This is an optimization exercise on Yosys and OpenROAD, whose aim is small area, a short achievable clock period and few clock cycles per item, not a production implementation. Only simulation tests tie the RTL to the original design; equivalence was not proved. No activity file was given, so power comes from the tool's default toggle rates.

==> design.v <==
`default_nettype none
package brm_pkg;
   localparam int IN_W      = 16;
   localparam int PRODUCT_W = 32;
   localparam int MAG_W     = 31;
   localparam int CFG_W     = 5;
   localparam logic [CFG_W-1:0] CFG_RESET = 5'd16;
   localparam logic [CFG_W-1:0] MIN_WIDTH = 5'd2;
   localparam int ROUNDS_PER_STAGE = 2;
endpackage
`default_nettype wire
`default_nettype none
module booth_radix2_multiplier_core #(
   parameter int MAX_WIDTH = 16
) (
   input  logic                      clock,
   input  logic                      reset,
   input  logic                          req_valid,
   output logic                          req_ready,
   input  logic [brm_pkg::IN_W-1:0]      req_multiplicand_bits,
   input  logic [brm_pkg::IN_W-1:0]      req_multiplier_bits,
   output logic                          rsp_valid,
   input  logic                          rsp_ready,
   output logic [brm_pkg::PRODUCT_W-1:0] rsp_product_bits,
   output logic                          rsp_negative,
   output logic [brm_pkg::MAG_W-1:0]     rsp_magnitude,
   input  logic                      csr_write_enable,
   input  logic [brm_pkg::CFG_W-1:0] csr_write_data
);
   logic [15:0] wm, wtop;
   logic [31:0] pmask;
   logic [3:0] nm1_ff;
   always_ff @(posedge clock) begin
      if (reset) begin
         nm1_ff <= 4'd15;
      end else if (csr_write_enable) begin
         nm1_ff <= (csr_write_data < 5'd2) ? 4'd1 : (csr_write_data > 5'd16) ? 4'd15 : 4'(csr_write_data - 5'd1);
      end
   end
   always_comb begin
      for (int i = 0; i < 16; i++) begin
         wm[i] = (4'(i) <= nm1_ff);
      end
   end
   assign wtop = wm & ~(wm >> 1);
   always_comb begin
      for (int i = 0; i < 16; i++) begin
         pmask[2*i]   = wm[i];
         pmask[2*i+1] = wm[i];
      end
   end
   logic        en;
   logic        req_sa, req_sb;
   logic [15:0] ax;
   logic [7:0] one;
   logic [7:0] two;
   logic [7:0] neg;
   logic ng;
   logic [15:0] ax_c;
   logic [15:0] bx_c;
   logic [7:0] one_c;
   logic [7:0] two_c;
   logic [7:0] neg_c;
   logic ng_c;
   logic sx_c;
   logic bl_c;
   assign req_sa = |(req_multiplicand_bits & wtop);
   assign req_sb = |(req_multiplier_bits & wtop);
   assign req_ready = en;
   logic        op_v;
   logic [15:0] ax_q;
   logic [7:0] one_q;
   logic [7:0] two_q;
   logic [7:0] neg_q;
   logic ng_q;
   always_ff @(posedge clock) begin
      if (reset) begin
         op_v <= 1'b0;
      end else if (en) begin
         op_v <= req_valid;
      end
   end
   always_ff @(posedge clock) begin
      if (en) begin
         ax_q <= ax_c;
         one_q <= one_c;
         two_q <= two_c;
         neg_q <= neg_c;
         ng_q <= ng_c;
      end
   end
   assign ax = ax_q;
   assign one = one_q;
   assign two = two_q;
   assign neg = neg_q;
   assign ng = ng_q;
   always_comb begin
      for (int j = 0; j < 16; j++) begin
         ax_c[j] = wm[j] ? req_multiplicand_bits[j] : req_sa;
         bx_c[j] = wm[j] ? req_multiplier_bits[j] : req_sb;
      end
      sx_c = req_sa ^ req_sb;
      ng_c = sx_c & (|(req_multiplicand_bits & wm)) & (|(req_multiplier_bits & wm));
      for (int i = 0; i < 8; i++) begin
         bl_c = (i == 0) ? 1'b0 : bx_c[2*i-1];
         one_c[i] = bx_c[2*i] ^ bl_c;
         two_c[i] = (bx_c[2*i+1] & ~bx_c[2*i] & ~bl_c) | (~bx_c[2*i+1] & bx_c[2*i] & bl_c);
         neg_c[i] = bx_c[2*i+1] ^ sx_c;
      end
   end
   wire pp1 = (one[0] & ax[0]) ^ neg[0];
   wire pp2 = ((one[0] & ax[1]) | (two[0] & ax[0])) ^ neg[0];
   wire pp3 = ((one[0] & ax[2]) | (two[0] & ax[1])) ^ neg[0];
   wire pp4 = ((one[0] & ax[3]) | (two[0] & ax[2])) ^ neg[0];
   wire pp5 = ((one[0] & ax[4]) | (two[0] & ax[3])) ^ neg[0];
   wire pp6 = ((one[0] & ax[5]) | (two[0] & ax[4])) ^ neg[0];
   wire pp7 = ((one[0] & ax[6]) | (two[0] & ax[5])) ^ neg[0];
   wire pp8 = ((one[0] & ax[7]) | (two[0] & ax[6])) ^ neg[0];
   wire pp9 = ((one[0] & ax[8]) | (two[0] & ax[7])) ^ neg[0];
   wire pp10 = ((one[0] & ax[9]) | (two[0] & ax[8])) ^ neg[0];
   wire pp11 = ((one[0] & ax[10]) | (two[0] & ax[9])) ^ neg[0];
   wire pp12 = ((one[0] & ax[11]) | (two[0] & ax[10])) ^ neg[0];
   wire pp13 = ((one[0] & ax[12]) | (two[0] & ax[11])) ^ neg[0];
   wire pp14 = ((one[0] & ax[13]) | (two[0] & ax[12])) ^ neg[0];
   wire pp15 = ((one[0] & ax[14]) | (two[0] & ax[13])) ^ neg[0];
   wire pp16 = ((one[0] & ax[15]) | (two[0] & ax[14])) ^ neg[0];
   wire pp17 = ((one[0] & ax[15]) | (two[0] & ax[15])) ^ neg[0];
   wire ns18 = ~pp17;
   wire u19 = one[0] & ax[0];
   wire un20 = u19 | neg[0];
   wire nu21 = ~u19;
   wire nun22 = ~un20;
   wire pp23 = (one[1] & ax[0]) ^ neg[1];
   wire pp24 = ((one[1] & ax[1]) | (two[1] & ax[0])) ^ neg[1];
   wire pp25 = ((one[1] & ax[2]) | (two[1] & ax[1])) ^ neg[1];
   wire pp26 = ((one[1] & ax[3]) | (two[1] & ax[2])) ^ neg[1];
   wire pp27 = ((one[1] & ax[4]) | (two[1] & ax[3])) ^ neg[1];
   wire pp28 = ((one[1] & ax[5]) | (two[1] & ax[4])) ^ neg[1];
   wire pp29 = ((one[1] & ax[6]) | (two[1] & ax[5])) ^ neg[1];
   wire pp30 = ((one[1] & ax[7]) | (two[1] & ax[6])) ^ neg[1];
   wire pp31 = ((one[1] & ax[8]) | (two[1] & ax[7])) ^ neg[1];
   wire pp32 = ((one[1] & ax[9]) | (two[1] & ax[8])) ^ neg[1];
   wire pp33 = ((one[1] & ax[10]) | (two[1] & ax[9])) ^ neg[1];
   wire pp34 = ((one[1] & ax[11]) | (two[1] & ax[10])) ^ neg[1];
   wire pp35 = ((one[1] & ax[12]) | (two[1] & ax[11])) ^ neg[1];
   wire pp36 = ((one[1] & ax[13]) | (two[1] & ax[12])) ^ neg[1];
   wire pp37 = ((one[1] & ax[14]) | (two[1] & ax[13])) ^ neg[1];
   wire pp38 = ((one[1] & ax[15]) | (two[1] & ax[14])) ^ neg[1];
   wire pp39 = ((one[1] & ax[15]) | (two[1] & ax[15])) ^ neg[1];
   wire ns40 = ~pp39;
   wire u41 = one[1] & ax[0];
   wire un42 = u41 | neg[1];
   wire nu43 = ~u41;
   wire nun44 = ~un42;
   wire pp45 = (one[2] & ax[0]) ^ neg[2];
   wire pp46 = ((one[2] & ax[1]) | (two[2] & ax[0])) ^ neg[2];
   wire pp47 = ((one[2] & ax[2]) | (two[2] & ax[1])) ^ neg[2];
   wire pp48 = ((one[2] & ax[3]) | (two[2] & ax[2])) ^ neg[2];
   wire pp49 = ((one[2] & ax[4]) | (two[2] & ax[3])) ^ neg[2];
   wire pp50 = ((one[2] & ax[5]) | (two[2] & ax[4])) ^ neg[2];
   wire pp51 = ((one[2] & ax[6]) | (two[2] & ax[5])) ^ neg[2];
   wire pp52 = ((one[2] & ax[7]) | (two[2] & ax[6])) ^ neg[2];
   wire pp53 = ((one[2] & ax[8]) | (two[2] & ax[7])) ^ neg[2];
   wire pp54 = ((one[2] & ax[9]) | (two[2] & ax[8])) ^ neg[2];
   wire pp55 = ((one[2] & ax[10]) | (two[2] & ax[9])) ^ neg[2];
   wire pp56 = ((one[2] & ax[11]) | (two[2] & ax[10])) ^ neg[2];
   wire pp57 = ((one[2] & ax[12]) | (two[2] & ax[11])) ^ neg[2];
   wire pp58 = ((one[2] & ax[13]) | (two[2] & ax[12])) ^ neg[2];
   wire pp59 = ((one[2] & ax[14]) | (two[2] & ax[13])) ^ neg[2];
   wire pp60 = ((one[2] & ax[15]) | (two[2] & ax[14])) ^ neg[2];
   wire pp61 = ((one[2] & ax[15]) | (two[2] & ax[15])) ^ neg[2];
   wire ns62 = ~pp61;
   wire u63 = one[2] & ax[0];
   wire un64 = u63 | neg[2];
   wire nu65 = ~u63;
   wire nun66 = ~un64;
   wire pp67 = (one[3] & ax[0]) ^ neg[3];
   wire pp68 = ((one[3] & ax[1]) | (two[3] & ax[0])) ^ neg[3];
   wire pp69 = ((one[3] & ax[2]) | (two[3] & ax[1])) ^ neg[3];
   wire pp70 = ((one[3] & ax[3]) | (two[3] & ax[2])) ^ neg[3];
   wire pp71 = ((one[3] & ax[4]) | (two[3] & ax[3])) ^ neg[3];
   wire pp72 = ((one[3] & ax[5]) | (two[3] & ax[4])) ^ neg[3];
   wire pp73 = ((one[3] & ax[6]) | (two[3] & ax[5])) ^ neg[3];
   wire pp74 = ((one[3] & ax[7]) | (two[3] & ax[6])) ^ neg[3];
   wire pp75 = ((one[3] & ax[8]) | (two[3] & ax[7])) ^ neg[3];
   wire pp76 = ((one[3] & ax[9]) | (two[3] & ax[8])) ^ neg[3];
   wire pp77 = ((one[3] & ax[10]) | (two[3] & ax[9])) ^ neg[3];
   wire pp78 = ((one[3] & ax[11]) | (two[3] & ax[10])) ^ neg[3];
   wire pp79 = ((one[3] & ax[12]) | (two[3] & ax[11])) ^ neg[3];
   wire pp80 = ((one[3] & ax[13]) | (two[3] & ax[12])) ^ neg[3];
   wire pp81 = ((one[3] & ax[14]) | (two[3] & ax[13])) ^ neg[3];
   wire pp82 = ((one[3] & ax[15]) | (two[3] & ax[14])) ^ neg[3];
   wire pp83 = ((one[3] & ax[15]) | (two[3] & ax[15])) ^ neg[3];
   wire ns84 = ~pp83;
   wire u85 = one[3] & ax[0];
   wire un86 = u85 | neg[3];
   wire nu87 = ~u85;
   wire nun88 = ~un86;
   wire pp89 = (one[4] & ax[0]) ^ neg[4];
   wire pp90 = ((one[4] & ax[1]) | (two[4] & ax[0])) ^ neg[4];
   wire pp91 = ((one[4] & ax[2]) | (two[4] & ax[1])) ^ neg[4];
   wire pp92 = ((one[4] & ax[3]) | (two[4] & ax[2])) ^ neg[4];
   wire pp93 = ((one[4] & ax[4]) | (two[4] & ax[3])) ^ neg[4];
   wire pp94 = ((one[4] & ax[5]) | (two[4] & ax[4])) ^ neg[4];
   wire pp95 = ((one[4] & ax[6]) | (two[4] & ax[5])) ^ neg[4];
   wire pp96 = ((one[4] & ax[7]) | (two[4] & ax[6])) ^ neg[4];
   wire pp97 = ((one[4] & ax[8]) | (two[4] & ax[7])) ^ neg[4];
   wire pp98 = ((one[4] & ax[9]) | (two[4] & ax[8])) ^ neg[4];
   wire pp99 = ((one[4] & ax[10]) | (two[4] & ax[9])) ^ neg[4];
   wire pp100 = ((one[4] & ax[11]) | (two[4] & ax[10])) ^ neg[4];
   wire pp101 = ((one[4] & ax[12]) | (two[4] & ax[11])) ^ neg[4];
   wire pp102 = ((one[4] & ax[13]) | (two[4] & ax[12])) ^ neg[4];
   wire pp103 = ((one[4] & ax[14]) | (two[4] & ax[13])) ^ neg[4];
   wire pp104 = ((one[4] & ax[15]) | (two[4] & ax[14])) ^ neg[4];
   wire pp105 = ((one[4] & ax[15]) | (two[4] & ax[15])) ^ neg[4];
   wire ns106 = ~pp105;
   wire u107 = one[4] & ax[0];
   wire un108 = u107 | neg[4];
   wire nu109 = ~u107;
   wire nun110 = ~un108;
   wire pp111 = (one[5] & ax[0]) ^ neg[5];
   wire pp112 = ((one[5] & ax[1]) | (two[5] & ax[0])) ^ neg[5];
   wire pp113 = ((one[5] & ax[2]) | (two[5] & ax[1])) ^ neg[5];
   wire pp114 = ((one[5] & ax[3]) | (two[5] & ax[2])) ^ neg[5];
   wire pp115 = ((one[5] & ax[4]) | (two[5] & ax[3])) ^ neg[5];
   wire pp116 = ((one[5] & ax[5]) | (two[5] & ax[4])) ^ neg[5];
   wire pp117 = ((one[5] & ax[6]) | (two[5] & ax[5])) ^ neg[5];
   wire pp118 = ((one[5] & ax[7]) | (two[5] & ax[6])) ^ neg[5];
   wire pp119 = ((one[5] & ax[8]) | (two[5] & ax[7])) ^ neg[5];
   wire pp120 = ((one[5] & ax[9]) | (two[5] & ax[8])) ^ neg[5];
   wire pp121 = ((one[5] & ax[10]) | (two[5] & ax[9])) ^ neg[5];
   wire pp122 = ((one[5] & ax[11]) | (two[5] & ax[10])) ^ neg[5];
   wire pp123 = ((one[5] & ax[12]) | (two[5] & ax[11])) ^ neg[5];
   wire pp124 = ((one[5] & ax[13]) | (two[5] & ax[12])) ^ neg[5];
   wire pp125 = ((one[5] & ax[14]) | (two[5] & ax[13])) ^ neg[5];
   wire pp126 = ((one[5] & ax[15]) | (two[5] & ax[14])) ^ neg[5];
   wire pp127 = ((one[5] & ax[15]) | (two[5] & ax[15])) ^ neg[5];
   wire ns128 = ~pp127;
   wire u129 = one[5] & ax[0];
   wire un130 = u129 | neg[5];
   wire nu131 = ~u129;
   wire nun132 = ~un130;
   wire pp133 = (one[6] & ax[0]) ^ neg[6];
   wire pp134 = ((one[6] & ax[1]) | (two[6] & ax[0])) ^ neg[6];
   wire pp135 = ((one[6] & ax[2]) | (two[6] & ax[1])) ^ neg[6];
   wire pp136 = ((one[6] & ax[3]) | (two[6] & ax[2])) ^ neg[6];
   wire pp137 = ((one[6] & ax[4]) | (two[6] & ax[3])) ^ neg[6];
   wire pp138 = ((one[6] & ax[5]) | (two[6] & ax[4])) ^ neg[6];
   wire pp139 = ((one[6] & ax[6]) | (two[6] & ax[5])) ^ neg[6];
   wire pp140 = ((one[6] & ax[7]) | (two[6] & ax[6])) ^ neg[6];
   wire pp141 = ((one[6] & ax[8]) | (two[6] & ax[7])) ^ neg[6];
   wire pp142 = ((one[6] & ax[9]) | (two[6] & ax[8])) ^ neg[6];
   wire pp143 = ((one[6] & ax[10]) | (two[6] & ax[9])) ^ neg[6];
   wire pp144 = ((one[6] & ax[11]) | (two[6] & ax[10])) ^ neg[6];
   wire pp145 = ((one[6] & ax[12]) | (two[6] & ax[11])) ^ neg[6];
   wire pp146 = ((one[6] & ax[13]) | (two[6] & ax[12])) ^ neg[6];
   wire pp147 = ((one[6] & ax[14]) | (two[6] & ax[13])) ^ neg[6];
   wire pp148 = ((one[6] & ax[15]) | (two[6] & ax[14])) ^ neg[6];
   wire pp149 = ((one[6] & ax[15]) | (two[6] & ax[15])) ^ neg[6];
   wire ns150 = ~pp149;
   wire u151 = one[6] & ax[0];
   wire un152 = u151 | neg[6];
   wire nu153 = ~u151;
   wire nun154 = ~un152;
   wire pp155 = (one[7] & ax[0]) ^ neg[7];
   wire pp156 = ((one[7] & ax[1]) | (two[7] & ax[0])) ^ neg[7];
   wire pp157 = ((one[7] & ax[2]) | (two[7] & ax[1])) ^ neg[7];
   wire pp158 = ((one[7] & ax[3]) | (two[7] & ax[2])) ^ neg[7];
   wire pp159 = ((one[7] & ax[4]) | (two[7] & ax[3])) ^ neg[7];
   wire pp160 = ((one[7] & ax[5]) | (two[7] & ax[4])) ^ neg[7];
   wire pp161 = ((one[7] & ax[6]) | (two[7] & ax[5])) ^ neg[7];
   wire pp162 = ((one[7] & ax[7]) | (two[7] & ax[6])) ^ neg[7];
   wire pp163 = ((one[7] & ax[8]) | (two[7] & ax[7])) ^ neg[7];
   wire pp164 = ((one[7] & ax[9]) | (two[7] & ax[8])) ^ neg[7];
   wire pp165 = ((one[7] & ax[10]) | (two[7] & ax[9])) ^ neg[7];
   wire pp166 = ((one[7] & ax[11]) | (two[7] & ax[10])) ^ neg[7];
   wire pp167 = ((one[7] & ax[12]) | (two[7] & ax[11])) ^ neg[7];
   wire pp168 = ((one[7] & ax[13]) | (two[7] & ax[12])) ^ neg[7];
   wire pp169 = ((one[7] & ax[14]) | (two[7] & ax[13])) ^ neg[7];
   wire pp170 = ((one[7] & ax[15]) | (two[7] & ax[14])) ^ neg[7];
   wire pp171 = ((one[7] & ax[15]) | (two[7] & ax[15])) ^ neg[7];
   wire ns172 = ~pp171;
   wire u173 = one[7] & ax[0];
   wire un174 = u173 | neg[7];
   wire nu175 = ~u173;
   wire nun176 = ~un174;
   wire s177 = pp11 ^ pp31;
   wire c178 = pp11 & pp31;
   wire s179 = pp12 ^ pp32 ^ pp52;
   wire c180 = (pp12 & pp32) | (pp52 & (pp12 ^ pp32));
   wire s181 = pp13 ^ pp33 ^ pp53;
   wire c182 = (pp13 & pp33) | (pp53 & (pp13 ^ pp33));
   wire s183 = pp73 ^ pp93;
   wire c184 = pp73 & pp93;
   wire s185 = pp14 ^ pp34 ^ pp54;
   wire c186 = (pp14 & pp34) | (pp54 & (pp14 ^ pp34));
   wire s187 = pp74 ^ pp94 ^ pp114;
   wire c188 = (pp74 & pp94) | (pp114 & (pp74 ^ pp94));
   wire s189 = pp15 ^ pp35 ^ pp55;
   wire c190 = (pp15 & pp35) | (pp55 & (pp15 ^ pp35));
   wire s191 = pp75 ^ pp95 ^ pp115;
   wire c192 = (pp75 & pp95) | (pp115 & (pp75 ^ pp95));
   wire s193 = pp135 ^ un152;
   wire c194 = pp135 & un152;
   wire s195 = pp16 ^ pp36 ^ pp56;
   wire c196 = (pp16 & pp36) | (pp56 & (pp16 ^ pp36));
   wire s197 = pp76 ^ pp96 ^ pp116;
   wire c198 = (pp76 & pp96) | (pp116 & (pp76 ^ pp96));
   wire s199 = pp136 ^ pp156 ^ nun176;
   wire c200 = (pp136 & pp156) | (nun176 & (pp136 ^ pp156));
   wire s201 = ns18 ^ pp37 ^ pp57;
   wire c202 = (ns18 & pp37) | (pp57 & (ns18 ^ pp37));
   wire s203 = pp77 ^ pp97 ^ pp117;
   wire c204 = (pp77 & pp97) | (pp117 & (pp77 ^ pp97));
   wire s205 = pp137 ^ pp157 ^ un174;
   wire c206 = (pp137 & pp157) | (un174 & (pp137 ^ pp157));
   wire s207 = 1'b1 ^ pp38 ^ pp58;
   wire c208 = (1'b1 & pp38) | (pp58 & (1'b1 ^ pp38));
   wire s209 = pp78 ^ pp98 ^ pp118;
   wire c210 = (pp78 & pp98) | (pp118 & (pp78 ^ pp98));
   wire s211 = pp138 ^ pp158;
   wire c212 = pp138 & pp158;
   wire s213 = ns40 ^ pp59 ^ pp79;
   wire c214 = (ns40 & pp59) | (pp79 & (ns40 ^ pp59));
   wire s215 = pp99 ^ pp119 ^ pp139;
   wire c216 = (pp99 & pp119) | (pp139 & (pp99 ^ pp119));
   wire s217 = 1'b1 ^ pp60 ^ pp80;
   wire c218 = (1'b1 & pp60) | (pp80 & (1'b1 ^ pp60));
   wire s219 = pp100 ^ pp120;
   wire c220 = pp100 & pp120;
   wire s221 = ns62 ^ pp81 ^ pp101;
   wire c222 = (ns62 & pp81) | (pp101 & (ns62 ^ pp81));
   wire s223 = 1'b1 ^ pp82;
   wire c224 = 1'b1 & pp82;
   wire s225 = pp7 ^ pp27;
   wire c226 = pp7 & pp27;
   wire s227 = pp8 ^ pp28 ^ pp48;
   wire c228 = (pp8 & pp28) | (pp48 & (pp8 ^ pp28));
   wire s229 = pp9 ^ pp29 ^ pp49;
   wire c230 = (pp9 & pp29) | (pp49 & (pp9 ^ pp29));
   wire s231 = pp69 ^ un86;
   wire c232 = pp69 & un86;
   wire s233 = pp10 ^ pp30 ^ pp50;
   wire c234 = (pp10 & pp30) | (pp50 & (pp10 ^ pp30));
   wire s235 = pp70 ^ pp90 ^ nun110;
   wire c236 = (pp70 & pp90) | (nun110 & (pp70 ^ pp90));
   wire s237 = pp51 ^ pp71 ^ pp91;
   wire c238 = (pp51 & pp71) | (pp91 & (pp51 ^ pp71));
   wire s239 = un108 ^ nu131 ^ s177;
   wire c240 = (un108 & nu131) | (s177 & (un108 ^ nu131));
   wire s241 = pp72 ^ pp92 ^ pp112;
   wire c242 = (pp72 & pp92) | (pp112 & (pp72 ^ pp92));
   wire s243 = nun132 ^ c178 ^ s179;
   wire c244 = (nun132 & c178) | (s179 & (nun132 ^ c178));
   wire s245 = pp113 ^ un130 ^ nu153;
   wire c246 = (pp113 & un130) | (nu153 & (pp113 ^ un130));
   wire s247 = s183 ^ c180 ^ s181;
   wire c248 = (s183 & c180) | (s181 & (s183 ^ c180));
   wire s249 = pp134 ^ nun154 ^ c184;
   wire c250 = (pp134 & nun154) | (c184 & (pp134 ^ nun154));
   wire s251 = c182 ^ s185 ^ s187;
   wire c252 = (c182 & s185) | (s187 & (c182 ^ s185));
   wire s253 = nu175 ^ s193 ^ c186;
   wire c254 = (nu175 & s193) | (c186 & (nu175 ^ s193));
   wire s255 = c188 ^ s189 ^ s191;
   wire c256 = (c188 & s189) | (s191 & (c188 ^ s189));
   wire s257 = c194 ^ c190 ^ c192;
   wire c258 = (c194 & c190) | (c192 & (c194 ^ c190));
   wire s259 = s195 ^ s197 ^ s199;
   wire c260 = (s195 & s197) | (s199 & (s195 ^ s197));
   wire s261 = c196 ^ c198 ^ c200;
   wire c262 = (c196 & c198) | (c200 & (c196 ^ c198));
   wire s263 = s201 ^ s203 ^ s205;
   wire c264 = (s201 & s203) | (s205 & (s201 ^ s203));
   wire s265 = s211 ^ c202 ^ c204;
   wire c266 = (s211 & c202) | (c204 & (s211 ^ c202));
   wire s267 = c206 ^ s207 ^ s209;
   wire c268 = (c206 & s207) | (s209 & (c206 ^ s207));
   wire s269 = pp159 ^ c212 ^ c208;
   wire c270 = (pp159 & c212) | (c208 & (pp159 ^ c212));
   wire s271 = c210 ^ s213 ^ s215;
   wire c272 = (c210 & s213) | (s215 & (c210 ^ s213));
   wire s273 = pp140 ^ pp160 ^ s219;
   wire c274 = (pp140 & pp160) | (s219 & (pp140 ^ pp160));
   wire s275 = c214 ^ c216 ^ s217;
   wire c276 = (c214 & c216) | (s217 & (c214 ^ c216));
   wire s277 = pp121 ^ pp141 ^ pp161;
   wire c278 = (pp121 & pp141) | (pp161 & (pp121 ^ pp141));
   wire s279 = c220 ^ c218 ^ s221;
   wire c280 = (c220 & c218) | (s221 & (c220 ^ c218));
   wire s281 = pp102 ^ pp122 ^ pp142;
   wire c282 = (pp102 & pp122) | (pp142 & (pp102 ^ pp122));
   wire s283 = pp162 ^ s223 ^ c222;
   wire c284 = (pp162 & s223) | (c222 & (pp162 ^ s223));
   wire s285 = ns84 ^ pp103 ^ pp123;
   wire c286 = (ns84 & pp103) | (pp123 & (ns84 ^ pp103));
   wire s287 = pp143 ^ pp163 ^ c224;
   wire c288 = (pp143 & pp163) | (c224 & (pp143 ^ pp163));
   wire s289 = 1'b1 ^ pp104 ^ pp124;
   wire c290 = (1'b1 & pp104) | (pp124 & (1'b1 ^ pp104));
   wire s291 = pp144 ^ pp164;
   wire c292 = pp144 & pp164;
   wire s293 = ns106 ^ pp125 ^ pp145;
   wire c294 = (ns106 & pp125) | (pp145 & (ns106 ^ pp125));
   wire s295 = 1'b1 ^ pp126;
   wire c296 = 1'b1 & pp126;
   wire s297 = pp5 ^ pp25;
   wire c298 = pp5 & pp25;
   wire s299 = pp6 ^ pp26 ^ pp46;
   wire c300 = (pp6 & pp26) | (pp46 & (pp6 ^ pp26));
   wire s301 = pp47 ^ un64 ^ nu87;
   wire c302 = (pp47 & un64) | (nu87 & (pp47 ^ un64));
   wire s303 = pp68 ^ nun88 ^ c226;
   wire c304 = (pp68 & nun88) | (c226 & (pp68 ^ nun88));
   wire s305 = nu109 ^ s231 ^ c228;
   wire c306 = (nu109 & s231) | (c228 & (nu109 ^ s231));
   wire s307 = c232 ^ c230 ^ s233;
   wire c308 = (c232 & c230) | (s233 & (c232 ^ c230));
   wire s309 = c234 ^ c236 ^ s237;
   wire c310 = (c234 & c236) | (s237 & (c234 ^ c236));
   wire s311 = c238 ^ s241 ^ c240;
   wire c312 = (c238 & s241) | (c240 & (c238 ^ s241));
   wire s313 = c242 ^ s245 ^ c244;
   wire c314 = (c242 & s245) | (c244 & (c242 ^ s245));
   wire s315 = c246 ^ s249 ^ c248;
   wire c316 = (c246 & s249) | (c248 & (c246 ^ s249));
   wire s317 = c250 ^ s253 ^ c252;
   wire c318 = (c250 & s253) | (c252 & (c250 ^ s253));
   wire s319 = c254 ^ s257 ^ c256;
   wire c320 = (c254 & s257) | (c256 & (c254 ^ s257));
   wire s321 = c258 ^ s261 ^ c260;
   wire c322 = (c258 & s261) | (c260 & (c258 ^ s261));
   wire s323 = c262 ^ s265 ^ c264;
   wire c324 = (c262 & s265) | (c264 & (c262 ^ s265));
   wire s325 = c266 ^ s269 ^ c268;
   wire c326 = (c266 & s269) | (c268 & (c266 ^ s269));
   wire s327 = s273 ^ c270 ^ c272;
   wire c328 = (s273 & c270) | (c272 & (s273 ^ c270));
   wire s329 = s277 ^ c274 ^ c276;
   wire c330 = (s277 & c274) | (c276 & (s277 ^ c274));
   wire s331 = c278 ^ s281 ^ s283;
   wire c332 = (c278 & s281) | (s283 & (c278 ^ s281));
   wire s333 = c282 ^ s285 ^ s287;
   wire c334 = (c282 & s285) | (s287 & (c282 ^ s285));
   wire s335 = s291 ^ c286 ^ s289;
   wire c336 = (s291 & c286) | (s289 & (s291 ^ c286));
   wire s337 = pp165 ^ c292 ^ c290;
   wire c338 = (pp165 & c292) | (c290 & (pp165 ^ c292));
   wire s339 = pp146 ^ pp166 ^ s295;
   wire c340 = (pp146 & pp166) | (s295 & (pp146 ^ pp166));
   wire s341 = ns128 ^ pp147 ^ pp167;
   wire c342 = (ns128 & pp147) | (pp167 & (ns128 ^ pp147));
   wire s343 = 1'b1 ^ pp148;
   wire c344 = 1'b1 & pp148;
   wire s345 = pp3 ^ un20;
   wire c346 = pp3 & un20;
   wire s347 = pp4 ^ pp24 ^ nun44;
   wire c348 = (pp4 & pp24) | (nun44 & (pp4 ^ pp24));
   wire s349 = un42 ^ nu65 ^ s297;
   wire c350 = (un42 & nu65) | (s297 & (un42 ^ nu65));
   wire s351 = nun66 ^ c298 ^ s299;
   wire c352 = (nun66 & c298) | (s299 & (nun66 ^ c298));
   wire s353 = s225 ^ c300 ^ s301;
   wire c354 = (s225 & c300) | (s301 & (s225 ^ c300));
   wire s355 = c302 ^ s227 ^ s303;
   wire c356 = (c302 & s227) | (s303 & (c302 ^ s227));
   wire s357 = s229 ^ c304 ^ s305;
   wire c358 = (s229 & c304) | (s305 & (s229 ^ c304));
   wire s359 = s235 ^ c306 ^ s307;
   wire c360 = (s235 & c306) | (s307 & (s235 ^ c306));
   wire s361 = s239 ^ c308 ^ s309;
   wire c362 = (s239 & c308) | (s309 & (s239 ^ c308));
   wire s363 = c310 ^ s243 ^ s311;
   wire c364 = (c310 & s243) | (s311 & (c310 ^ s243));
   wire s365 = s247 ^ c312 ^ s313;
   wire c366 = (s247 & c312) | (s313 & (s247 ^ c312));
   wire s367 = s251 ^ c314 ^ s315;
   wire c368 = (s251 & c314) | (s315 & (s251 ^ c314));
   wire s369 = s255 ^ c316 ^ s317;
   wire c370 = (s255 & c316) | (s317 & (s255 ^ c316));
   wire s371 = s259 ^ c318 ^ s319;
   wire c372 = (s259 & c318) | (s319 & (s259 ^ c318));
   wire s373 = s263 ^ c320 ^ s321;
   wire c374 = (s263 & c320) | (s321 & (s263 ^ c320));
   wire s375 = s267 ^ c322 ^ s323;
   wire c376 = (s267 & c322) | (s323 & (s267 ^ c322));
   wire s377 = s271 ^ c324 ^ s325;
   wire c378 = (s271 & c324) | (s325 & (s271 ^ c324));
   wire s379 = s275 ^ c326 ^ s327;
   wire c380 = (s275 & c326) | (s327 & (s275 ^ c326));
   wire s381 = s279 ^ c328 ^ s329;
   wire c382 = (s279 & c328) | (s329 & (s279 ^ c328));
   wire s383 = c280 ^ c330 ^ s331;
   wire c384 = (c280 & c330) | (s331 & (c280 ^ c330));
   wire s385 = c284 ^ s333 ^ c332;
   wire c386 = (c284 & s333) | (c332 & (c284 ^ s333));
   wire s387 = c288 ^ s335 ^ c334;
   wire c388 = (c288 & s335) | (c334 & (c288 ^ s335));
   wire s389 = s293 ^ s337 ^ c336;
   wire c390 = (s293 & s337) | (c336 & (s293 ^ s337));
   wire s391 = c294 ^ s339 ^ c338;
   wire c392 = (c294 & s339) | (c338 & (c294 ^ s339));
   wire s393 = c296 ^ s341 ^ c340;
   wire c394 = (c296 & s341) | (c340 & (c296 ^ s341));
   wire s395 = pp168 ^ s343 ^ c342;
   wire c396 = (pp168 & s343) | (c342 & (pp168 ^ s343));
   wire s397 = ns150 ^ pp169 ^ c344;
   wire c398 = (ns150 & pp169) | (c344 & (ns150 ^ pp169));
   wire s399 = 1'b1 ^ pp170;
   wire c400 = 1'b1 & pp170;
   wire p401 = mid_1 ^ mid_2;
   wire g402 = mid_1 & mid_2;
   wire p403 = mid_3 ^ mid_4;
   wire g404 = mid_3 & mid_4;
   wire p405 = mid_5 ^ mid_6;
   wire g406 = mid_5 & mid_6;
   wire p407 = mid_7 ^ mid_8;
   wire g408 = mid_7 & mid_8;
   wire p409 = mid_9 ^ mid_10;
   wire g410 = mid_9 & mid_10;
   wire p411 = mid_11 ^ mid_12;
   wire g412 = mid_11 & mid_12;
   wire p413 = mid_13 ^ mid_14;
   wire g414 = mid_13 & mid_14;
   wire p415 = mid_15 ^ mid_16;
   wire g416 = mid_15 & mid_16;
   wire p417 = mid_17 ^ mid_18;
   wire g418 = mid_17 & mid_18;
   wire p419 = mid_19 ^ mid_20;
   wire g420 = mid_19 & mid_20;
   wire p421 = mid_21 ^ mid_22;
   wire g422 = mid_21 & mid_22;
   wire p423 = mid_23 ^ mid_24;
   wire g424 = mid_23 & mid_24;
   wire p425 = mid_25 ^ mid_26;
   wire g426 = mid_25 & mid_26;
   wire p427 = mid_27 ^ mid_28;
   wire g428 = mid_27 & mid_28;
   wire p429 = mid_29 ^ mid_30;
   wire g430 = mid_29 & mid_30;
   wire p431 = mid_31 ^ mid_32;
   wire g432 = mid_31 & mid_32;
   wire p433 = mid_33 ^ mid_34;
   wire g434 = mid_33 & mid_34;
   wire p435 = mid_35 ^ mid_36;
   wire g436 = mid_35 & mid_36;
   wire p437 = mid_37 ^ mid_38;
   wire g438 = mid_37 & mid_38;
   wire p439 = mid_39 ^ mid_40;
   wire g440 = mid_39 & mid_40;
   wire p441 = mid_41 ^ mid_42;
   wire g442 = mid_41 & mid_42;
   wire p443 = mid_43 ^ mid_44;
   wire g444 = mid_43 & mid_44;
   wire p445 = mid_45 ^ mid_46;
   wire g446 = mid_45 & mid_46;
   wire p447 = mid_47 ^ mid_48;
   wire g448 = mid_47 & mid_48;
   wire p449 = mid_49 ^ mid_50;
   wire g450 = mid_49 & mid_50;
   wire p451 = mid_51 ^ mid_52;
   wire g452 = mid_51 & mid_52;
   wire p453 = mid_53 ^ mid_54;
   wire g454 = mid_53 & mid_54;
   wire p455 = mid_55 ^ mid_56;
   wire g456 = mid_55 & mid_56;
   wire p457 = mid_57 ^ mid_58;
   wire g458 = mid_57 & mid_58;
   wire p459 = mid_59 ^ mid_60;
   wire g460 = mid_59 & mid_60;
   wire T461 = p401 & mid_0;
   wire G462 = g406 | (p405 & g404);
   wire T463 = p405 & p403;
   wire G464 = g410 | (p409 & g408);
   wire T465 = p409 & p407;
   wire G466 = g414 | (p413 & g412);
   wire T467 = p413 & p411;
   wire G468 = g418 | (p417 & g416);
   wire T469 = p417 & p415;
   wire G470 = g422 | (p421 & g420);
   wire T471 = p421 & p419;
   wire G472 = g426 | (p425 & g424);
   wire T473 = p425 & p423;
   wire G474 = g430 | (p429 & g428);
   wire T475 = p429 & p427;
   wire G476 = g434 | (p433 & g432);
   wire T477 = p433 & p431;
   wire G478 = g438 | (p437 & g436);
   wire T479 = p437 & p435;
   wire G480 = g442 | (p441 & g440);
   wire T481 = p441 & p439;
   wire G482 = g446 | (p445 & g444);
   wire T483 = p445 & p443;
   wire G484 = g450 | (p449 & g448);
   wire T485 = p449 & p447;
   wire G486 = g454 | (p453 & g452);
   wire T487 = p453 & p451;
   wire G488 = g458 | (p457 & g456);
   wire T489 = p457 & p455;
   wire G490 = 1'b1 & g460;
   wire T491 = 1'b1 & p459;
   wire G492 = g404 | (p403 & g402);
   wire T493 = p403 & T461;
   wire G494 = G462 | (T463 & g402);
   wire T495 = T463 & T461;
   wire G496 = g412 | (p411 & G464);
   wire T497 = p411 & T465;
   wire G498 = G466 | (T467 & G464);
   wire T499 = T467 & T465;
   wire G500 = g420 | (p419 & G468);
   wire T501 = p419 & T469;
   wire G502 = G470 | (T471 & G468);
   wire T503 = T471 & T469;
   wire G504 = g428 | (p427 & G472);
   wire T505 = p427 & T473;
   wire G506 = G474 | (T475 & G472);
   wire T507 = T475 & T473;
   wire G508 = g436 | (p435 & G476);
   wire T509 = p435 & T477;
   wire G510 = G478 | (T479 & G476);
   wire T511 = T479 & T477;
   wire G512 = g444 | (p443 & G480);
   wire T513 = p443 & T481;
   wire G514 = G482 | (T483 & G480);
   wire T515 = T483 & T481;
   wire G516 = g452 | (p451 & G484);
   wire T517 = p451 & T485;
   wire G518 = G486 | (T487 & G484);
   wire T519 = T487 & T485;
   wire G520 = g460 | (p459 & G488);
   wire T521 = p459 & T489;
   wire G522 = G490 | (T491 & G488);
   wire T523 = T491 & T489;
   wire G524 = g408 | (p407 & G494);
   wire T525 = p407 & T495;
   wire G526 = G464 | (T465 & G494);
   wire T527 = T465 & T495;
   wire G528 = G496 | (T497 & G494);
   wire T529 = T497 & T495;
   wire G530 = G498 | (T499 & G494);
   wire T531 = T499 & T495;
   wire G532 = g424 | (p423 & G502);
   wire T533 = p423 & T503;
   wire G534 = G472 | (T473 & G502);
   wire T535 = T473 & T503;
   wire G536 = G504 | (T505 & G502);
   wire T537 = T505 & T503;
   wire G538 = G506 | (T507 & G502);
   wire T539 = T507 & T503;
   wire G540 = g440 | (p439 & G510);
   wire T541 = p439 & T511;
   wire G542 = G480 | (T481 & G510);
   wire T543 = T481 & T511;
   wire G544 = G512 | (T513 & G510);
   wire T545 = T513 & T511;
   wire G546 = G514 | (T515 & G510);
   wire T547 = T515 & T511;
   wire G548 = g456 | (p455 & G518);
   wire T549 = p455 & T519;
   wire G550 = G488 | (T489 & G518);
   wire T551 = T489 & T519;
   wire G552 = G520 | (T521 & G518);
   wire T553 = T521 & T519;
   wire G554 = G522 | (T523 & G518);
   wire T555 = T523 & T519;
   wire G556 = g416 | (p415 & G530);
   wire T557 = p415 & T531;
   wire G558 = G468 | (T469 & G530);
   wire T559 = T469 & T531;
   wire G560 = G500 | (T501 & G530);
   wire T561 = T501 & T531;
   wire G562 = G502 | (T503 & G530);
   wire T563 = T503 & T531;
   wire G564 = G532 | (T533 & G530);
   wire T565 = T533 & T531;
   wire G566 = G534 | (T535 & G530);
   wire T567 = T535 & T531;
   wire G568 = G536 | (T537 & G530);
   wire T569 = T537 & T531;
   wire G570 = G538 | (T539 & G530);
   wire T571 = T539 & T531;
   wire G572 = g448 | (p447 & G546);
   wire T573 = p447 & T547;
   wire G574 = G484 | (T485 & G546);
   wire T575 = T485 & T547;
   wire G576 = G516 | (T517 & G546);
   wire T577 = T517 & T547;
   wire G578 = G518 | (T519 & G546);
   wire T579 = T519 & T547;
   wire G580 = G548 | (T549 & G546);
   wire T581 = T549 & T547;
   wire G582 = G550 | (T551 & G546);
   wire T583 = T551 & T547;
   wire G584 = G552 | (T553 & G546);
   wire T585 = T553 & T547;
   wire G586 = G554 | (T555 & G546);
   wire T587 = T555 & T547;
   wire G588 = g432 | (p431 & G570);
   wire T589 = p431 & T571;
   wire G590 = G476 | (T477 & G570);
   wire T591 = T477 & T571;
   wire G592 = G508 | (T509 & G570);
   wire T593 = T509 & T571;
   wire G594 = G510 | (T511 & G570);
   wire T595 = T511 & T571;
   wire G596 = G540 | (T541 & G570);
   wire T597 = T541 & T571;
   wire G598 = G542 | (T543 & G570);
   wire T599 = T543 & T571;
   wire G600 = G544 | (T545 & G570);
   wire T601 = T545 & T571;
   wire G602 = G546 | (T547 & G570);
   wire T603 = T547 & T571;
   wire G604 = G572 | (T573 & G570);
   wire T605 = T573 & T571;
   wire G606 = G574 | (T575 & G570);
   wire T607 = T575 & T571;
   wire G608 = G576 | (T577 & G570);
   wire T609 = T577 & T571;
   wire G610 = G578 | (T579 & G570);
   wire T611 = T579 & T571;
   wire G612 = G580 | (T581 & G570);
   wire T613 = T581 & T571;
   wire G614 = G582 | (T583 & G570);
   wire T615 = T583 & T571;
   wire G616 = G584 | (T585 & G570);
   wire T617 = T585 & T571;
   wire G618 = G586 | (T587 & G570);
   wire T619 = T587 & T571;
   logic mid_v;
   logic mid_0;
   logic mid_1;
   logic mid_2;
   logic mid_3;
   logic mid_4;
   logic mid_5;
   logic mid_6;
   logic mid_7;
   logic mid_8;
   logic mid_9;
   logic mid_10;
   logic mid_11;
   logic mid_12;
   logic mid_13;
   logic mid_14;
   logic mid_15;
   logic mid_16;
   logic mid_17;
   logic mid_18;
   logic mid_19;
   logic mid_20;
   logic mid_21;
   logic mid_22;
   logic mid_23;
   logic mid_24;
   logic mid_25;
   logic mid_26;
   logic mid_27;
   logic mid_28;
   logic mid_29;
   logic mid_30;
   logic mid_31;
   logic mid_32;
   logic mid_33;
   logic mid_34;
   logic mid_35;
   logic mid_36;
   logic mid_37;
   logic mid_38;
   logic mid_39;
   logic mid_40;
   logic mid_41;
   logic mid_42;
   logic mid_43;
   logic mid_44;
   logic mid_45;
   logic mid_46;
   logic mid_47;
   logic mid_48;
   logic mid_49;
   logic mid_50;
   logic mid_51;
   logic mid_52;
   logic mid_53;
   logic mid_54;
   logic mid_55;
   logic mid_56;
   logic mid_57;
   logic mid_58;
   logic mid_59;
   logic mid_60;
   logic mid_61;
   always_ff @(posedge clock) begin
      if (reset) begin
         mid_v <= 1'b0;
      end else if (en) begin
         mid_v <= op_v;
      end
   end
   always_ff @(posedge clock) begin
      if (en) begin
         mid_0 <= nu21;
         mid_1 <= pp2;
         mid_2 <= nun22;
         mid_3 <= s345;
         mid_4 <= nu43;
         mid_5 <= s347;
         mid_6 <= c346;
         mid_7 <= s349;
         mid_8 <= c348;
         mid_9 <= s351;
         mid_10 <= c350;
         mid_11 <= s353;
         mid_12 <= c352;
         mid_13 <= s355;
         mid_14 <= c354;
         mid_15 <= s357;
         mid_16 <= c356;
         mid_17 <= s359;
         mid_18 <= c358;
         mid_19 <= s361;
         mid_20 <= c360;
         mid_21 <= s363;
         mid_22 <= c362;
         mid_23 <= s365;
         mid_24 <= c364;
         mid_25 <= s367;
         mid_26 <= c366;
         mid_27 <= s369;
         mid_28 <= c368;
         mid_29 <= s371;
         mid_30 <= c370;
         mid_31 <= s373;
         mid_32 <= c372;
         mid_33 <= s375;
         mid_34 <= c374;
         mid_35 <= s377;
         mid_36 <= c376;
         mid_37 <= s379;
         mid_38 <= c378;
         mid_39 <= s381;
         mid_40 <= c380;
         mid_41 <= s383;
         mid_42 <= c382;
         mid_43 <= s385;
         mid_44 <= c384;
         mid_45 <= s387;
         mid_46 <= c386;
         mid_47 <= s389;
         mid_48 <= c388;
         mid_49 <= s391;
         mid_50 <= c390;
         mid_51 <= s393;
         mid_52 <= c392;
         mid_53 <= s395;
         mid_54 <= c394;
         mid_55 <= s397;
         mid_56 <= c396;
         mid_57 <= s399;
         mid_58 <= c398;
         mid_59 <= ns172;
         mid_60 <= c400;
         mid_61 <= ng;
      end
   end
   logic [31:0] prod_w;
   logic [30:0] mag_w;
   assign prod_w = {(mid_61 ? ~(1'b1 ^ G616) : (1'b1 ^ (G616 | T617))), (mid_61 ? ~(p459 ^ G614) : (p459 ^ (G614 | T615))), (mid_61 ? ~(p457 ^ G612) : (p457 ^ (G612 | T613))), (mid_61 ? ~(p455 ^ G610) : (p455 ^ (G610 | T611))), (mid_61 ? ~(p453 ^ G608) : (p453 ^ (G608 | T609))), (mid_61 ? ~(p451 ^ G606) : (p451 ^ (G606 | T607))), (mid_61 ? ~(p449 ^ G604) : (p449 ^ (G604 | T605))), (mid_61 ? ~(p447 ^ G602) : (p447 ^ (G602 | T603))), (mid_61 ? ~(p445 ^ G600) : (p445 ^ (G600 | T601))), (mid_61 ? ~(p443 ^ G598) : (p443 ^ (G598 | T599))), (mid_61 ? ~(p441 ^ G596) : (p441 ^ (G596 | T597))), (mid_61 ? ~(p439 ^ G594) : (p439 ^ (G594 | T595))), (mid_61 ? ~(p437 ^ G592) : (p437 ^ (G592 | T593))), (mid_61 ? ~(p435 ^ G590) : (p435 ^ (G590 | T591))), (mid_61 ? ~(p433 ^ G588) : (p433 ^ (G588 | T589))), (mid_61 ? ~(p431 ^ G570) : (p431 ^ (G570 | T571))), (mid_61 ? ~(p429 ^ G568) : (p429 ^ (G568 | T569))), (mid_61 ? ~(p427 ^ G566) : (p427 ^ (G566 | T567))), (mid_61 ? ~(p425 ^ G564) : (p425 ^ (G564 | T565))), (mid_61 ? ~(p423 ^ G562) : (p423 ^ (G562 | T563))), (mid_61 ? ~(p421 ^ G560) : (p421 ^ (G560 | T561))), (mid_61 ? ~(p419 ^ G558) : (p419 ^ (G558 | T559))), (mid_61 ? ~(p417 ^ G556) : (p417 ^ (G556 | T557))), (mid_61 ? ~(p415 ^ G530) : (p415 ^ (G530 | T531))), (mid_61 ? ~(p413 ^ G528) : (p413 ^ (G528 | T529))), (mid_61 ? ~(p411 ^ G526) : (p411 ^ (G526 | T527))), (mid_61 ? ~(p409 ^ G524) : (p409 ^ (G524 | T525))), (mid_61 ? ~(p407 ^ G494) : (p407 ^ (G494 | T495))), (mid_61 ? ~(p405 ^ G492) : (p405 ^ (G492 | T493))), (mid_61 ? ~(p403 ^ g402) : (p403 ^ (g402 | T461))), (mid_61 ? ~(p401 ^ 1'b0) : (p401 ^ (1'b0 | mid_0))), (mid_61 ? ~mid_0 : ~mid_0)} & pmask;
   assign mag_w  = {(p459 ^ (G614 | T615)), (p457 ^ (G612 | T613)), (p455 ^ (G610 | T611)), (p453 ^ (G608 | T609)), (p451 ^ (G606 | T607)), (p449 ^ (G604 | T605)), (p447 ^ (G602 | T603)), (p445 ^ (G600 | T601)), (p443 ^ (G598 | T599)), (p441 ^ (G596 | T597)), (p439 ^ (G594 | T595)), (p437 ^ (G592 | T593)), (p435 ^ (G590 | T591)), (p433 ^ (G588 | T589)), (p431 ^ (G570 | T571)), (p429 ^ (G568 | T569)), (p427 ^ (G566 | T567)), (p425 ^ (G564 | T565)), (p423 ^ (G562 | T563)), (p421 ^ (G560 | T561)), (p419 ^ (G558 | T559)), (p417 ^ (G556 | T557)), (p415 ^ (G530 | T531)), (p413 ^ (G528 | T529)), (p411 ^ (G526 | T527)), (p409 ^ (G524 | T525)), (p407 ^ (G494 | T495)), (p405 ^ (G492 | T493)), (p403 ^ (g402 | T461)), (p401 ^ (1'b0 | mid_0)), ~mid_0};
   logic        out_v;
   logic [31:0] prod_ff;
   logic [29:1] mag_ff;
   logic        neg_ff;
   assign en = rsp_ready;
   always_ff @(posedge clock) begin
      if (reset) begin
         out_v <= 1'b0;
      end else if (en) begin
         out_v <= mid_v;
      end
   end
   always_ff @(posedge clock) begin
      if (en) begin
         prod_ff <= prod_w;
         mag_ff  <= mag_w[29:1];
         neg_ff  <= mid_61;
      end
   end
   assign rsp_valid        = out_v;
   assign rsp_product_bits = prod_ff;
   assign rsp_magnitude    = {prod_ff[30] & ~neg_ff, mag_ff, prod_ff[0]};
   assign rsp_negative     = neg_ff;
endmodule
`default_nettype wire
==> flow/run.sh <==
#!/bin/bash
# Layout flow: the standard ORFS flow (standard.sh) with two changes:
#  1. synthesis: the same script, except that Yosys's "synth -run fine:" step
#     gets -noabc, so the quick ABC pass there does not re-encode the adder
#     trees before extract_fa (it leaves fewer inverters around the fa/ha
#     cells); flops, hierarchy flattening and renaming are as in synth_recipe.tcl.
#  2. port buffers are sky130_fd_sc_hd__buf_2 instead of the delay cell that
#     buffer_ports picks by default.
# Each tool's output goes to the ORFS logs under orfs/logs; make's own output
# goes to flow_make.log here.
set -euo pipefail
here=$(pwd)
sed 's|^proc synth {args} { yosys synth -nofsm -noshare {\*}\$args }|proc synth {args} { if {[lsearch -exact $args fine:] >= 0} { lappend args -noabc }; yosys synth -nofsm -noshare {*}$args }|' synth_recipe.tcl > flow_synth.tcl
grep -q -- '-noabc' flow_synth.tcl
sed -e "s|SYNTH_SCRIPT=[^ ]*|SYNTH_SCRIPT=$here/flow_synth.tcl|" \
    -e 's|"\${@:-finish}"|BUFFER_PORTS_ARGS="-buffer_cell sky130_fd_sc_hd__buf_2" "${@:-finish}"|' standard.sh > flow_standard_mod.sh
grep -q flow_synth.tcl flow_standard_mod.sh
bash flow_standard_mod.sh > flow_make.log 2>&1
==> standard.sh <==
#!/bin/bash
# synth_recipe.tcl (not shown) runs the flow's synth.tcl, then flattens the netlist and writes it again
# the make line also repeats each setting of config.mk as NAME=value (left out here)
make -C /OpenROAD-flow-scripts/flow DESIGN_CONFIG=/design/flow/config.mk WORK_HOME=/design/flow/orfs CLKGATE_MAP_FILE= SYNTH_SCRIPT=/design/flow/synth_recipe.tcl "${@:-finish}"
==> config.mk <==
export PLATFORM = sky130hd
export DESIGN_NAME = booth_radix2_multiplier_core
export DESIGN_NICKNAME = booth_radix2_multiplier_core
export VERILOG_FILES = /design/flow/design.v
export SDC_FILE = /design/flow/constraint.sdc
export NUM_CORES = 4
export LEC_CHECK = 0
export ABC_CLOCK_PERIOD_IN_PS = 3100
export CAP_MARGIN = 5
export CORE_MARGIN = 2
export CORE_UTILIZATION = 40
export CTS_BUF_LIST = sky130_fd_sc_hd__clkbuf_8
export PLACE_DENSITY = 0.6
export SETUP_SLACK_MARGIN = 4.1
export SLEW_MARGIN = 5
export TNS_END_PERCENT = 30
==> constraint.sdc <==
create_clock -name core_clock -period 7.2 [get_ports {clock}]
set_input_delay 1.4400 -clock core_clock [delete_from_list [all_inputs] [get_ports {clock}]]
set_output_delay 1.4400 -clock core_clock [all_outputs]
set_load 0.01 [all_outputs]
==> out/metrics.sh, run 1 <==
POST_SYNTH_FA_HA_MAJ_AREA_FRACTION=0.188
IOPINCOUNT=108
DRT-WIRELENGTH-PER-CELL_MICRONS=20.1
FMAX_MHz=322
HTREE_LEVELS=4
AVGVIACOUNTPERCELL=5.54
VIAS_IN_THE_FIRST_GLOBAL_ROUTE=10000
ASYNC_FLOP_SHARE=0
TIMING.CRITICAL_PATH.ARRIVAL_PS=1660
DRIVE_GT1_FRAC=0.263
FINAL.SETUP.WORST_SLACK_PS=4100
CLK_TRANSITION_REPORTED_PATHS_PS=100
POSTSYNTHREGISTERBITS=172
FINISH.NET_COUNT=1586
DRT_ITER0_DRC=1137
ROUTE.VIAS.TOTAL=10300
TIMING_WORST_SETUP_PATH_TYPE='in2out'
TIGHTESTPINTRANSITION_PS=1080
MIN_PATH_TYPE='reg2reg'
WORSTPATHREQUIRED_PS=5760
AREA.GROWTH.SYNTH_TO_FINAL_PCT=19.8
POSTSYNTHCELLCOUNT=1257
PATH_DELAY_FAMILY='buffers and inverters'
FLOORPLAN.ROWS=67
CRITICAL_PATH.N_BUFFERS_INVERTERS=2
CAP_VIOLATIONS=0
TRITONCTS='done'
ROUTABILITYCONGESTION=0.909
CTS_ROOT_BUFFER='clkbuf_8'
WORSTSETUPENDPOINTTYPE='output pin'
GRT_START_MAX_NET_PINS=68
CRITICAL_PATH.MAX_STAGE_DELAY_PS=110
SYNTH-COMPOUND-AREA-SHARE=0.157
SETUP_CRIT_START_KIND='primary input'
CRITICAL_PATH_PEAK_FANOUT=3
SYN_NETS=1444
TIMING.FINAL.SETUP_VIOLATIONS=0
COREAREA_SQ_UM=33600
SYNTH_EDF_COUNT=165
TIMING.HOLD.WORST_PATH_DEPTH=0
TIMING_HOLD_VIOLATIONS_FINAL=0
P_LEAK_nW=6.41
POST_SYNTH_XOR_AREA_FRACTION=0.126
YOSYS_WARNINGS=1
AVGSYNTHCELLAREA_SQ_UM=10.9
WORSTSKEWPAIRLATENCY_PS=510
FINAL_UTIL=0.487
REG2REGPATHDEPTH=7
DRT_WL_TOTAL_MM=37.4
PRE_CTS_WS_PS=3560
DRTANTENNAVIOLNETS=0
CELLPOWERDENSITY_nW_PER_UM2=511
SYNTH_SIMPLE_GATE_AREA_FRAC=0.0796
DIE_SPAN_IN_Y_MICRONS=189
TOTAL_POWER_mW=8.37
CLOCK_SKEW_PS=23.2
PORTBUFS=107
WORST_PATH_MAX_DELAY_CELL='buf_16'
CRITICAL_PATH_CELL_COUNT=2
CTSLONGESTPATHBUFFERS=2
CELLS_ALONG_THE_CRITICAL_PATH='buf_16, buf_6'
WIRE_LENGTH_OF_THE_FIRST_GLOBAL_ROUTING_PASS_MM=57.5
ANTENNA_VIOLATIONS_BEFORE_REPAIR=0
YS_SEQ_AREA_FRAC=0.373
N_ANTENNA_CELL=0
PERIOD_MINUS_SLACK_PS=3100
GR-TOTAL-OVERFLOW=0
FINAL_CELLS=1860
MAX-VDD-IR-DROP_uV=198
YOSYS_MOST_USED_DFF='edfxtp_1'
EFFECTIVE_UTILIZATION_AT_FLOORPLAN=0.406
NUMCTSBUFFERS=17
NETLIST-CELL-TYPE-COUNT=78
DIE_AREA_SQ_UM=35600
RSZ_0062_RAISED_AFTER_GLOBAL_ROUTING='true'
CLOCK-SINKS=172
FINALSETUPTNS_PS=0
POST_SYNTH_INSTANCE_AREA_SQ_UM=13700
LAYOUT_WORST_PATH_CYCLE_SHARE=0.431
RUN_STATUS='finished clean'
TIMING.FINAL.MAX_SLEW_VIOLATIONS=0
DIE_WIDTH_MICRONS=189
MAXSLEWHEADROOM=0.281
SYNTH_MUX_AREA_FRAC=0.0244
DRTPASS1ITERATIONS=6
PLACE.DETAILED.INSTANCES=1710
PLACE.DETAILED.HPWL_MM=25.4
DOMINANT_COMBINATIONAL_CELL_FAMILY_BY_AREA_AFTER_SYNTHESIS='adder cells'
REMAINING_DRC_ERRORS=0
TRACK_USAGE=0.210
[metal layers]
metal  wire (microns)  vias to the layer above  GRT usage
met3             2410                       85     0.0378
met2            17600                      428      0.334
li1                 -                     4742          -
met5                0                        -          0
met4             1210                        0     0.0856
met1            16200                     5050      0.284
[logic make-up (layout without fill, tap and decap cells)]
| kind of cell | count (synthesis) | in the layout |
|---|---|---|
| xor+xnor | 196 | 196 |
| simple gates | 224 | 224 |
| fa+ha+maj | 145 | 145 |
| mux | 30 | 30 |
| flops | 172 | 172 |
| buf+inv | 181 | 335 |
| compound gates | 309 | 310 |
[registers in the layout, summed over array words and instances, names as in the netlist, 4 cells and up]
signal   cells
prod_ff     32
one_q        8
two_q        8
mag_ff      29
neg_q        8
nm1_ff       4
ax_q        16
[power by group]
group | total (mW) | switching (mW) | leakage, nW | internal (mW)
sequential | 2.10 | 0.132 | 1.68 | 1.97
clock | 0.744 | 0.395 | 0.208 | 0.348
combinational | 5.52 | 3.06 | 4.52 | 2.46
[cell usage after synthesis, types with 3 or more instances]
library cell | instances | share of area
a2111oi_0 | 3 | 0.0019
a211o_1 | 7 | 0.0045
a211oi_1 | 4 | 0.0022
a21o_1 | 17 | 0.0093
a21oi_1 | 60 | 0.022
a22oi_1 | 122 | 0.067
a31o_2 | 4 | 0.0026
a31oi_1 | 8 | 0.0037
and2_1 | 10 | 0.0046
and3_1 | 7 | 0.0032
and4_1 | 4 | 0.0026
buf_1 | 11 | 0.0030
buf_2 | 12 | 0.0044
buf_4 | 3 | 0.0016
clkbuf_1 | 83 | 0.023
dfxtp_1 | 7 | 0.010
edfxtp_1 | 165 | 0.36
fa_1 | 100 | 0.15
ha_1 | 45 | 0.041
inv_1 | 69 | 0.019
mux2_2 | 3 | 0.0025
mux2i_1 | 24 | 0.018
nand2_1 | 52 | 0.014
nand2b_1 | 6 | 0.0027
nand3_1 | 11 | 0.0040
nand3_2 | 3 | 0.0022
nand3b_1 | 6 | 0.0033
nand4_1 | 3 | 0.0014
nor2_1 | 83 | 0.023
nor2b_1 | 7 | 0.0032
nor3_1 | 12 | 0.0044
o211ai_1 | 5 | 0.0027
o21a_1 | 4 | 0.0022
o21ai_0 | 35 | 0.013
o21ai_1 | 5 | 0.0018
o22ai_1 | 3 | 0.0014
o31ai_1 | 4 | 0.0022
or2_2 | 7 | 0.0032
or3_1 | 4 | 0.0018
xnor2_1 | 150 | 0.096
xor2_1 | 45 | 0.029
[metrics by stage]
| step | hold slack (ps) | cell area [sq um] |
|---|---|---|
| final | 438 | 16400 |
| after global routing | 452 | 16400 |
| after CTS | 430 | 16000 |
| after detailed placement | 412 | 14400 |
| after global placement | 406 | 14400 |
| after floorplan | 400 | 13800 |
[repair_timing]
action / in CTS / in global routing
gates cloned: 2 / 1
buffers inserted: 110 / 5
pin swaps: 4 / 27
endpoints found under the setup margin: 45 / 50
hold buffers: 0 / 0
gates resized for setup: 25 / 67
[path summary, 6_finish.rpt]
kind | start | endpoint | slack [ps]
setup / recovery | rsp_ready | req_ready | 4100
hold / removal | ng_q | mid_61 | 440
setup reg to reg | ax_q[9] | mid_25 | 4110
hold reg to reg | ng_q | mid_61 | 440
[layout make-up]
cell class / count / area [sq um]
Clock buffer: 17 / 234
Clock inverter: 15 / 189
Timing Repair Buffer: 232 / 1780
Inverter: 71 / 270
Fill cell: 3009 / 17300
Tap cell: 448 / 561
Sequential cell: 172 / 5100
Multi-Input combinational cell: 905 / 8230
[layout by cell type (no fill, tap or decap), drive strengths merged, types with 4 or more instances in the layout]
| master | n |
|---|---|
| fa | 100 |
| mux2i | 25 |
| or3 | 4 |
| buf | 230 |
| and4 | 5 |
| o211ai | 5 |
| nand2b | 6 |
| nor2b | 7 |
| nand3 | 14 |
| nand3b | 6 |
| nor2 | 83 |
| o31ai | 5 |
| edfxtp | 165 |
| and2 | 10 |
| a31o | 4 |
| xor2 | 45 |
| a211o | 7 |
| and3 | 7 |
| o21a | 4 |
| a211oi | 5 |
| a21oi | 62 |
| a31oi | 8 |
| ha | 45 |
| clkinv | 6 |
| or2 | 7 |
| nand2 | 52 |
| xnor2 | 151 |
| a22oi | 122 |
| dfxtp | 7 |
| inv | 74 |
| a21o | 17 |
| o21ai | 41 |
| clkbuf | 17 |
| nor3 | 13 |
Testbench counts, summed over its fixed seeds: cycles 8,024, items 8,000.
==> inputs of run 2 (changes only) <==
--- a/flow/run.sh
+++ b/flow/run.sh
@@ -6,3 +6,3 @@
 #     cells); flops, hierarchy flattening and renaming are as in synth_recipe.tcl.
-#  2. port buffers are sky130_fd_sc_hd__buf_2 instead of the delay cell that
+#  2. port buffers are sky130_fd_sc_hd__buf_1 instead of the delay cell that
 #     buffer_ports picks by default.
@@ -15,3 +15,3 @@
 sed -e "s|SYNTH_SCRIPT=[^ ]*|SYNTH_SCRIPT=$here/flow_synth.tcl|" \
-    -e 's|"\${@:-finish}"|BUFFER_PORTS_ARGS="-buffer_cell sky130_fd_sc_hd__buf_2" "${@:-finish}"|' standard.sh > flow_standard_mod.sh
+    -e 's|"\${@:-finish}"|BUFFER_PORTS_ARGS="-buffer_cell sky130_fd_sc_hd__buf_1" "${@:-finish}"|' standard.sh > flow_standard_mod.sh
 grep -q flow_synth.tcl flow_standard_mod.sh
--- a/config.mk
+++ b/config.mk
@@ -7,4 +7,4 @@
 export LEC_CHECK = 0
-export ABC_CLOCK_PERIOD_IN_PS = 3100
-export CAP_MARGIN = 5
+export ABC_CLOCK_PERIOD_IN_PS = 3200
+export CAP_MARGIN = 20
 export CORE_MARGIN = 2
@@ -13,4 +13,4 @@
 export PLACE_DENSITY = 0.6
-export SETUP_SLACK_MARGIN = 4.1
-export SLEW_MARGIN = 5
+export SETUP_SLACK_MARGIN = 4.0
+export SLEW_MARGIN = 20
 export TNS_END_PERCENT = 30
==> out/metrics.sh, run 2 <==
RUN_STATUS='finished clean'  # unchanged
FLOORPLAN.ROWS=67  # unchanged
TIMING.FINAL.SETUP_VIOLATIONS=0  # unchanged
NUMCTSBUFFERS=17  # unchanged
NET-SWITCHING-POWER_mW=3.60  # was 3.59 mW
DRT_WL_TOTAL_MM=36.2  # was 37.4 mm
FINAL_CELLS=1849  # was 1,860
TIMING.CRITICAL_PATH.ARRIVAL_PS=1810  # was 1660 ps
CELL_WITH_THE_MOST_INSTANCES_AFTER_SYNTHESIS='edfxtp_1'  # unchanged
CRITICAL_PATH_PEAK_FANOUT=6  # was 3
RSZ_0062_RAISED_AFTER_GLOBAL_ROUTING='true'  # unchanged
VIAS_IN_THE_FIRST_GLOBAL_ROUTE=10200  # was 10,000
FINALINSTANCEAREA_SQ_UM=16000  # was 16,400 sq um
TIMING.FINAL.MAX_SLEW_VIOLATIONS=0  # unchanged
WORSTSKEWPAIRLATENCY_PS=490  # was 510 ps
AREA.GROWTH.SYNTH_TO_FINAL_PCT=17.2  # was 19.8%
TRITONCTS='done'  # unchanged
WIRE_LENGTH_OF_THE_FIRST_GLOBAL_ROUTING_PASS_MM=57.3  # was 57.5 mm
SYNTH_EDF_COUNT=165  # unchanged
PRE_CTS_WS_PS=3530  # was 3560 ps
SYNTH_TOP_AREA_SHARE=0.363  # unchanged
INTERNAL_POWER_mW=4.70  # was 4.78 mW
LARGEST-REGISTER='prod_ff'  # unchanged
SETUP_CRIT_START_KIND='primary input'  # unchanged
TIMING.HOLD.WS_PS=430  # was 438 ps
DRIVE_GT1_FRAC=0.158  # was 0.263
DIE_AREA_SQ_UM=35600  # unchanged
EFFECTIVE_UTILIZATION_AT_FLOORPLAN=0.406  # unchanged
ROUTE.VIAS.TOTAL=10200  # was 10,300
POSTSYNTHREGISTERBITS=172  # unchanged
YS_TOP_CELLS_BY_AREA='edfxtp_1 36%, fa_1 15%, xnor2_1 9.6%, a22oi_1 6.7%, ha_1 4.1%'  # unchanged
PORTBUFS=107  # unchanged
LAYOUT_WORST_PATH_CYCLE_SHARE=0.452  # was 0.431
LARGEST_REGISTER_FFS=32  # unchanged
FINAL.SETUP.WORST_SLACK_PS=3950  # was 4100 ps
DIE_WIDTH_MICRONS=189  # unchanged
PLACE.DETAILED.HPWL_MM=25.5  # was 25.4 mm
GR-TOTAL-OVERFLOW=0  # unchanged
HTREE_LEVELS=4  # unchanged
P_LEAK_nW=6.04  # was 6.41 nW
CAP_VIOLATIONS=0  # unchanged
YOSYS_MOST_USED_DFF='edfxtp_1'  # unchanged
CRITICAL_PATH.N_BUFFERS_INVERTERS=2  # unchanged
ROUTABILITYCONGESTION=0.941  # was 0.909
DRTANTENNAVIOLNETS=0  # unchanged
AVGSYNTHCELLAREA_SQ_UM=10.9  # unchanged
PERIOD_MINUS_SLACK_PS=3250  # was 3100 ps
TOTAL_POWER_mW=8.30  # was 8.37 mW
PLACE.DETAILED.INSTANCES=1714  # was 1,710
FINISH.NET_COUNT=1574  # was 1,586
CELLPOWERDENSITY_nW_PER_UM2=518  # was 511 nW/um^2
SWSHARE=0.434  # was 0.429
WORSTPATHREQUIRED_PS=5760  # about the same
SYN_NETS=1444  # unchanged
DRTPASS1ITERATIONS=6  # unchanged
AVGVIACOUNTPERCELL=5.51  # was 5.54
DRT_ITER0_DRC=917  # was 1,137
MIN_PATH_TYPE='reg2reg'  # unchanged
YS_SEQ_AREA_FRAC=0.373  # unchanged
DIE_SPAN_IN_Y_MICRONS=189  # unchanged
SYNTH_AREA_LEADER_CELL='edfxtp_1'  # unchanged
WORSTSETUPENDPOINTTYPE='output pin'  # unchanged
TIMING_WORST_SETUP_PATH_TYPE='in2out'  # unchanged
CLOCK_POWER_SHARE=0.086  # was 0.089
DRT-WIRELENGTH-PER-CELL_MICRONS=19.6  # was 20.1 microns
CTS_HOLD_BUFFERS=0  # unchanged
POSTSYNTHCELLCOUNT=1257  # unchanged
COREAREA_SQ_UM=33600  # unchanged
CLOCK_SKEW_PS=30.3  # was 23.2 ps
SYNTHTOPCELLSBYCOUNT='165 x edfxtp_1, 150 x xnor2_1, 122 x a22oi_1'  # unchanged
POST_SYNTH_INSTANCE_AREA_SQ_UM=13700  # unchanged
==> run 2: cell counts after synthesis <==
No cell type changed its count.
==> run 2: logic make-up after synthesis <==
group | count (synthesis) | synth area share
xor gates and xnor gates | 196 | 0.126
AOI/OAI and AO/OA | 309 | 0.157
and+or+nand+nor | 224 | 0.0796
DFF | 172 | 0.373
muxes | 30 | 0.0244
buffers and inverters | 181 | 0.0517
adders and majority gates | 145 | 0.188
==> run 2: layout make-up <==
cell class	instances	area [sq um]	share of cell area
clock buffers	17	234	0.0146
multi-input cells	904	8090	0.505
diodes	1	2.50	0.000156
well taps	448	561	0.0350
repair buffers	221	1590	0.0994
flip-flops and latches	172	5090	0.318
clock inverters	15	173	0.0108
inverters	71	267	0.0166
==> run 2: routing by layer <==
metal / vias to the layer above / routed length, microns / part of all wire / track usage
met5: - / 0 / 0 / 0
met4: 0 / 1250 / 0.034 / 0.0802
met3: 73 / 2240 / 0.062 / 0.0393
met2: 396 / 16500 / 0.46 / 0.332
met1: 5004 / 16200 / 0.45 / 0.279
li1: 4715 / - / - / -
==> run 2: path summary, 6_finish.rpt <==
path | depth (start not counted) | slack [ps] | from | to
max | 2 | 3950 | rsp_ready | req_ready
min | 0 | 430 | ng_q | mid_61
max reg2reg | 7 | 4000 | one_q[3] | mid_35
min reg2reg | 0 | 430 | ng_q | mid_61
==> run 2: power groups by stage <==
stage          Sequential (mW)  Combinational [mW]  Clock (mW)
3_3_place_gp              2.26                4.88           0
2_1_floorplan             2.19                3.63           0
3_5_place_dp              2.27                4.99           0
5_1_grt                   2.13                6.19       0.774
4_1_cts                   2.10                5.29       0.733
6_report                  2.10                5.49       0.710
==> run 2: timing repair <==
| item | CTS | global route |
|---|---|---|
| resized for setup | 4 | 49 |
| pin swaps | 2 | 18 |
| setup endpoints to repair | 36 | 41 |
| setup buffers | 97 | 5 |

==> re-timing with driven ports <==
The results above use ideal ports. As a check the final layouts listed here were re-extracted and re-timed, cells and wires unchanged. Step 1 (the two cells are an assumption about what drives the block):
set clk [get_ports {clock}]
set_driving_cell -lib_cell sky130_fd_sc_hd__clkbuf_16 $clk
set_driving_cell -lib_cell sky130_fd_sc_hd__buf_2 [delete_from_list [all_inputs] $clk]
Step 2 adds t to the input delays and takes it off the output delays; t is the mean of the earliest and latest rising clock arrival at the registers after step 1. Input paths then give back, and output paths get back, about the clock's delay inside the block. a / b / c = ideal / step 1 / step 2; a / b = the first two.
run | t (ns) | setup WS [ns] | latest minus earliest clock arrival (ns) | slew at the worst register clock pin (ns) | pins driven straight from the clock port
run 1 | 0.548 | 4.096 / 3.958 / 3.644 | 0.025 / 0.025 | 0.11 / 0.11 | 1
run 2 | 0.520 | 3.947 / 3.925 / 3.465 | 0.031 / 0.031 | 0.12 / 0.12 | 1
After both steps setup and hold are still met in every run listed. For run 2, which loses most, drivers alone change the setup slack by -0.022 ns; drivers and shift together by -0.482 ns.
